Source: an optimization exercise on an open RTL-to-GDS flow (aim: small area, a short achievable clock period and few clock cycles per item). Production flows keep margins and buffers that such runs may drop.
Power and IR drop assume default switching activity.

==> lagoon <==
## one_shot_timer_queue_top
module one_shot_timer_queue_top (
    input  logic          clk,
    input  logic          rst_n,
    input  logic          start,
    output logic          busy,
    input  logic [33:0]   req,
    output logic          result_valid,
    output logic [19:0]   rsp
);
==> flow/config.mk <==
export PLATFORM = sky130hd
export DESIGN_NAME = one_shot_timer_queue_top
export DESIGN_NICKNAME = one_shot_timer_queue_top
export VERILOG_FILES = /design/flow/design.v
export SDC_FILE = /design/flow/constraint.sdc
export NUM_CORES = 4
export LEC_CHECK = 0
export CAP_MARGIN = 30
export CORE_MARGIN = 2
export CORE_UTILIZATION = 60
export SLEW_MARGIN = 20
==> flow/constraint.sdc <==
create_clock -name core_clock -period 10.0 [get_ports {clk}]
set_input_delay 2.0000 -clock core_clock [delete_from_list [all_inputs] [get_ports {clk}]]
set_output_delay 2.0000 -clock core_clock [all_outputs]
set_load 0.01 [all_outputs]
standard.sh (not shown) runs the stock make flow with config.mk's settings and CLKGATE_MAP_FILE= SYNTH_SCRIPT=/design/flow/synth_recipe.tcl, a recipe that flattens the netlist after the stock synthesis.
==> flow/flow/run.sh <==
#!/bin/bash
# The standard layout, with timing repair aimed 7 ns below the clock period.
set -euo pipefail
bash standard.sh SETUP_SLACK_MARGIN=7 finish > make.log 2>&1
==> zinc: changes against lagoon <==
==> flow/design.v (replaced) <==
package otq_pkg;
    localparam int NUM_TIMERS = 16;
    localparam int ID_WIDTH   = 16;
    localparam int DLY_WIDTH  = 16;
    localparam logic [1:0] ACT_ADD    = 2'd0;
    localparam logic [1:0] ACT_CANCEL = 2'd1;
    localparam logic [1:0] ACT_TICK   = 2'd2;
    localparam logic [2:0] KIND_ADDED     = 3'd0;
    localparam logic [2:0] KIND_FULL      = 3'd1;
    localparam logic [2:0] KIND_CANCELLED = 3'd2;
    localparam logic [2:0] KIND_NOTFOUND  = 3'd3;
    localparam logic [2:0] KIND_EXPIRED   = 3'd4;
endpackage
module one_shot_timer_queue_top (
    input  logic          clk,
    input  logic          rst_n,
    input  logic          start,
    output logic          busy,
    input  logic [33:0]   req,
    output logic          result_valid,
    output logic [19:0]   rsp
);
    localparam int N = otq_pkg::NUM_TIMERS;
    logic        add_reg, cancel_reg, tick_reg;
    logic [15:0] rdm2_reg;          
    logic        rdn_reg;           
    logic [15:0] key_reg;
    logic        busy_reg;
    logic        drn_reg;           
    logic [15:0] now_reg;           
    logic [15:0] nid_reg;           
    logic        res_reg;
    logic [19:0] rsp_reg;
    logic [N-1:0] jsel_reg;         
    logic [N-1:0] pend_reg;         
    logic         bv_reg;           
    logic [N-1:0] bsel_reg;         
    logic [16:0]  bkey_reg;         
    logic [N-1:0] valid_reg;
    logic [N-1:0] dn_reg;           
    logic [15:0]  ex2_reg [N];      
    logic [15:0]  id_reg  [N];
    assign busy         = busy_reg;
    assign result_valid = res_reg;
    assign rsp          = rsp_reg;
    function automatic logic [N-1:0] lowest(input logic [N-1:0] v);
        logic seen;
        seen = 1'b0;
        for (int i = 0; i < N; i++)
        begin
            lowest[i] = v[i] & ~seen;
            seen      = seen | v[i];
        end
    endfunction
    function automatic logic key_lt(input logic [16:0] a, input logic [16:0] b);
        logic [4:0] glt, geq;
        logic [19:0] aa, bb;
        logic lt, eq;
        aa = {3'b000, a};
        bb = {3'b000, b};
        for (int g = 0; g < 5; g++)
        begin
            glt[g] = aa[4*g +: 4] < bb[4*g +: 4];
            geq[g] = aa[4*g +: 4] == bb[4*g +: 4];
        end
        lt = glt[0];
        for (int g = 1; g < 5; g++)
            lt = glt[g] | (geq[g] & lt);
        key_lt = lt;
    endfunction
    logic hold, do_add, do_cancel, do_tick, do_exp;
    assign hold      = drn_reg & (add_reg | cancel_reg | tick_reg);
    assign do_add    = add_reg & ~drn_reg;
    assign do_cancel = cancel_reg & ~drn_reg;
    assign do_tick   = tick_reg & ~drn_reg;
    assign do_exp    = do_tick | drn_reg;
    logic [N-1:0] free, fs;
    logic         full;
    assign free = ~valid_reg;
    assign full = ~|free;
    assign fs   = lowest(free);
    logic [N-1:0] id_eq, cm, cs;
    logic         found;
    assign cm    = valid_reg & id_eq;
    assign found = |cm;
    assign cs    = lowest(cm);
    logic [16:0] jkey;
    always_comb
    begin
        jkey = '0;
        for (int i = 0; i < N; i++)
            jkey = jkey | ({17{jsel_reg[i]}} &
                           {ex2_reg[i][0] != now_reg[0], id_reg[i]});
    end
    logic         jbetter, round_end, any_due, more, tick_end, issue;
    logic [N-1:0] wsel;
    logic [16:0]  wkey;
    assign jbetter   = ~bv_reg | key_lt(jkey, bkey_reg);
    assign wsel      = jbetter ? jsel_reg : bsel_reg;
    assign wkey      = jbetter ? jkey : bkey_reg;
    assign round_end = ~|pend_reg;
    assign any_due   = |dn_reg;
    always_comb
    begin
        logic seen;
        seen = 1'b0;
        more = 1'b0;
        for (int i = 0; i < N; i++)
        begin
            if (dn_reg[i] && seen) more = 1'b1;
            if (dn_reg[i])         seen = 1'b1;
        end
    end
    assign issue    = do_exp & any_due & round_end;
    assign tick_end = do_exp & ~(any_due & more);
    logic [15:0] new_exp;
    assign new_exp = now_reg + rdm2_reg;
    logic [N-1:0] wr;              
    logic [N-1:0] clr;             
    assign wr  = do_add ? fs : '0;
    assign clr = (do_cancel ? cs : '0) | (issue ? wsel : '0);
    logic        nid_inc;
    logic [15:0] nid_next;
    assign nid_inc  = do_add & ~full;
    assign nid_next = nid_inc ? nid_reg + 16'd1 : nid_reg;
    logic [N-1:0] ex_eq;
    for (genvar i = 0; i < N; i++)
    begin : g_slot
        assign id_eq[i] = (key_reg == id_reg[i]);
        assign ex_eq[i] = (ex2_reg[i] == now_reg);
        always_ff @(posedge clk or negedge rst_n)
        begin
            if (!rst_n)
                dn_reg[i] <= 1'b0;
            else if (wr[i])
                dn_reg[i] <= rdn_reg;
            else if (clr[i])
                dn_reg[i] <= 1'b0;
            else if (tick_end)
                dn_reg[i] <= valid_reg[i] & ex_eq[i];
        end
        always_ff @(posedge clk or negedge rst_n)
        begin
            if (!rst_n)
                valid_reg[i] <= 1'b0;
            else if (wr[i])
                valid_reg[i] <= 1'b1;
            else if (clr[i])
                valid_reg[i] <= 1'b0;
        end
        always_ff @(posedge clk)
        begin
            if (wr[i])
            begin
                ex2_reg[i] <= new_exp;
                id_reg[i]  <= nid_reg;
            end
        end
    end
    logic [N-1:0] l1, l2, pj, oset, oj;
    logic [N-1:0] nset1, nj1, nset0, nj0, nj, pend_next;
    assign l1 = lowest(dn_reg);
    assign l2 = lowest(dn_reg & ~l1);
    assign pj = lowest(pend_reg);
    always_comb
    begin
        if (tick_end)
            oset = valid_reg & ex_eq;       
        else
            oset = (dn_reg & ~(do_cancel ? cs : '0)) | (wr & {N{rdn_reg}});
        oj = lowest(oset);
    end
    always_comb
    begin
        if (do_exp && !round_end)
        begin
            nset1 = pend_reg;
            nj1   = pj;
            nset0 = pend_reg;
            nj0   = pj;
        end
        else if (do_exp && !tick_end)
        begin
            nset1 = dn_reg & ~jsel_reg;
            nj1   = |(jsel_reg & l1) ? l2 : l1;
            nset0 = dn_reg & ~bsel_reg;
            nj0   = |(bsel_reg & l1) ? l2 : l1;
        end
        else
        begin
            nset1 = oset;
            nj1   = oj;
            nset0 = oset;
            nj0   = oj;
        end
    end
    assign nj        = jbetter ? nj1 : nj0;
    assign pend_next = jbetter ? (nset1 & ~nj1) : (nset0 & ~nj0);
    always_ff @(posedge clk)
    begin
        jsel_reg <= nj;
        pend_reg <= pend_next;
        bv_reg   <= do_exp & ~round_end;
        bsel_reg <= wsel;
        bkey_reg <= wkey;
    end
    logic drn_next;
    assign drn_next = do_exp & ~tick_end;
    always_ff @(posedge clk or negedge rst_n)
    begin
        if (!rst_n)
        begin
            add_reg    <= 1'b0;
            cancel_reg <= 1'b0;
            tick_reg   <= 1'b0;
            busy_reg   <= 1'b0;
            drn_reg    <= 1'b0;
            now_reg    <= 16'd0;
            nid_reg    <= 16'd0;
            res_reg    <= 1'b0;
        end
        else
        begin
            if (!hold)
            begin
                add_reg    <= start & (req[33:32] == otq_pkg::ACT_ADD);
                cancel_reg <= start & (req[33:32] == otq_pkg::ACT_CANCEL);
                tick_reg   <= start & (req[33:32] == otq_pkg::ACT_TICK);
            end
            busy_reg <= drn_next & (hold | (start & (req[33:32] != 2'd3)));
            drn_reg  <= drn_next;
            if (tick_end)
                now_reg <= now_reg + 16'd1;
            nid_reg  <= nid_next;
            res_reg  <= do_add | do_cancel | issue;
        end
    end
    always_ff @(posedge clk)
    begin
        if (!hold)
        begin
            rdm2_reg <= req[31:16] - 16'd2;
            rdn_reg  <= (req[31:17] == 15'd0);
            key_reg  <= (req[33:32] == otq_pkg::ACT_ADD) ? nid_next : req[15:0];
        end
    end
    always_ff @(posedge clk)
    begin
        if (do_exp)
            rsp_reg <= {otq_pkg::KIND_EXPIRED, wkey[15:0], ~more};
        else if (add_reg)
            rsp_reg <= full ? {otq_pkg::KIND_FULL, 16'd0, 1'b1}
                            : {otq_pkg::KIND_ADDED, key_reg, 1'b1};
        else
            rsp_reg <= {found ? otq_pkg::KIND_CANCELLED : otq_pkg::KIND_NOTFOUND,
                        key_reg, 1'b1};
    end
endmodule
- CTS_CLUSTER_DIAMETER: not set -> 80
- CTS_CLUSTER_SIZE: not set -> 25
==> qor summary <==
Count of multi-input gates: lagoon 1,997; zinc 2,021
GR Layer Usage met1: lagoon 60.05%; zinc 62.14%
Final WS setup: lagoon 6864 ps; zinc 5797 ps
Worst Reg2Reg Path Length in Cells: lagoon 7; zinc 17
Initial detailed-routing violation count: lagoon 5,315; zinc 4,739
Proportion of cell area spent on the clock network: lagoon 6.582%; zinc 2.955%
Status: lagoon timing/DRC/antenna clean; zinc timing/DRC/antenna clean
Synth Area per Inst: lagoon 12.49 um^2; zinc 11.77 um^2
Required time of the critical path: lagoon 8000 ps; zinc 10,540 ps
Total length of routed met3 wires: lagoon 23,940 um; zinc 23,900 um
Cell Rows: lagoon 92; zinc 88
Overall power of the completed layout: lagoon 9050 uW; zinc 15,480 uW
Switching Fraction: lagoon 30.47%; zinc 44.70%
Worst-Skew Late Latency: lagoon 670 ps; zinc 660 ps
Sequential cell power: lagoon 4020 uW; zinc 4120 uW
Largest fanout of any net on the critical path: lagoon 1; zinc 19
Final critical-path share of the clock period: lagoon 31.36%; zinc 42.03%
Function was not checked in any run of this note: the RTL went through the layout flow alone.

[afterwards: timing with drivers on the ports]
How much do the figures lean on ideal ports? The routed layouts below were timed once more, with nothing changed but the port constraints.
Step 1 sets driving cells, clkbuf_16 on the clock port and buf_2 on the other inputs (assumed; they add their load-dependent delay and slew).
Step 2 adds t to the input delays and takes it off the output delays; t is the mean of the earliest and latest rising clock arrival at the registers after step 1. Input paths then give back, and output paths get back, about the clock's delay inside the block.
Three values: no drivers, after step 1, after step 2; two values: the first two.
run | shift t [ns] | setup slack, ns | hold WS [ns] | worst slew at a driven data input, ns
lagoon | 0.718 | 6.864 / 6.797 / 6.412 | 0.604 / 0.604 / 0.604 | 0.09
zinc | 0.697 | 5.797 / 5.797 / 5.797 | 0.507 / 0.507 / 0.507 | 0.07
After both steps setup and hold are still met in every run listed. The setup slack of lagoon, which loses most, moves by -0.067 ns with the drivers and by -0.452 ns with both steps.
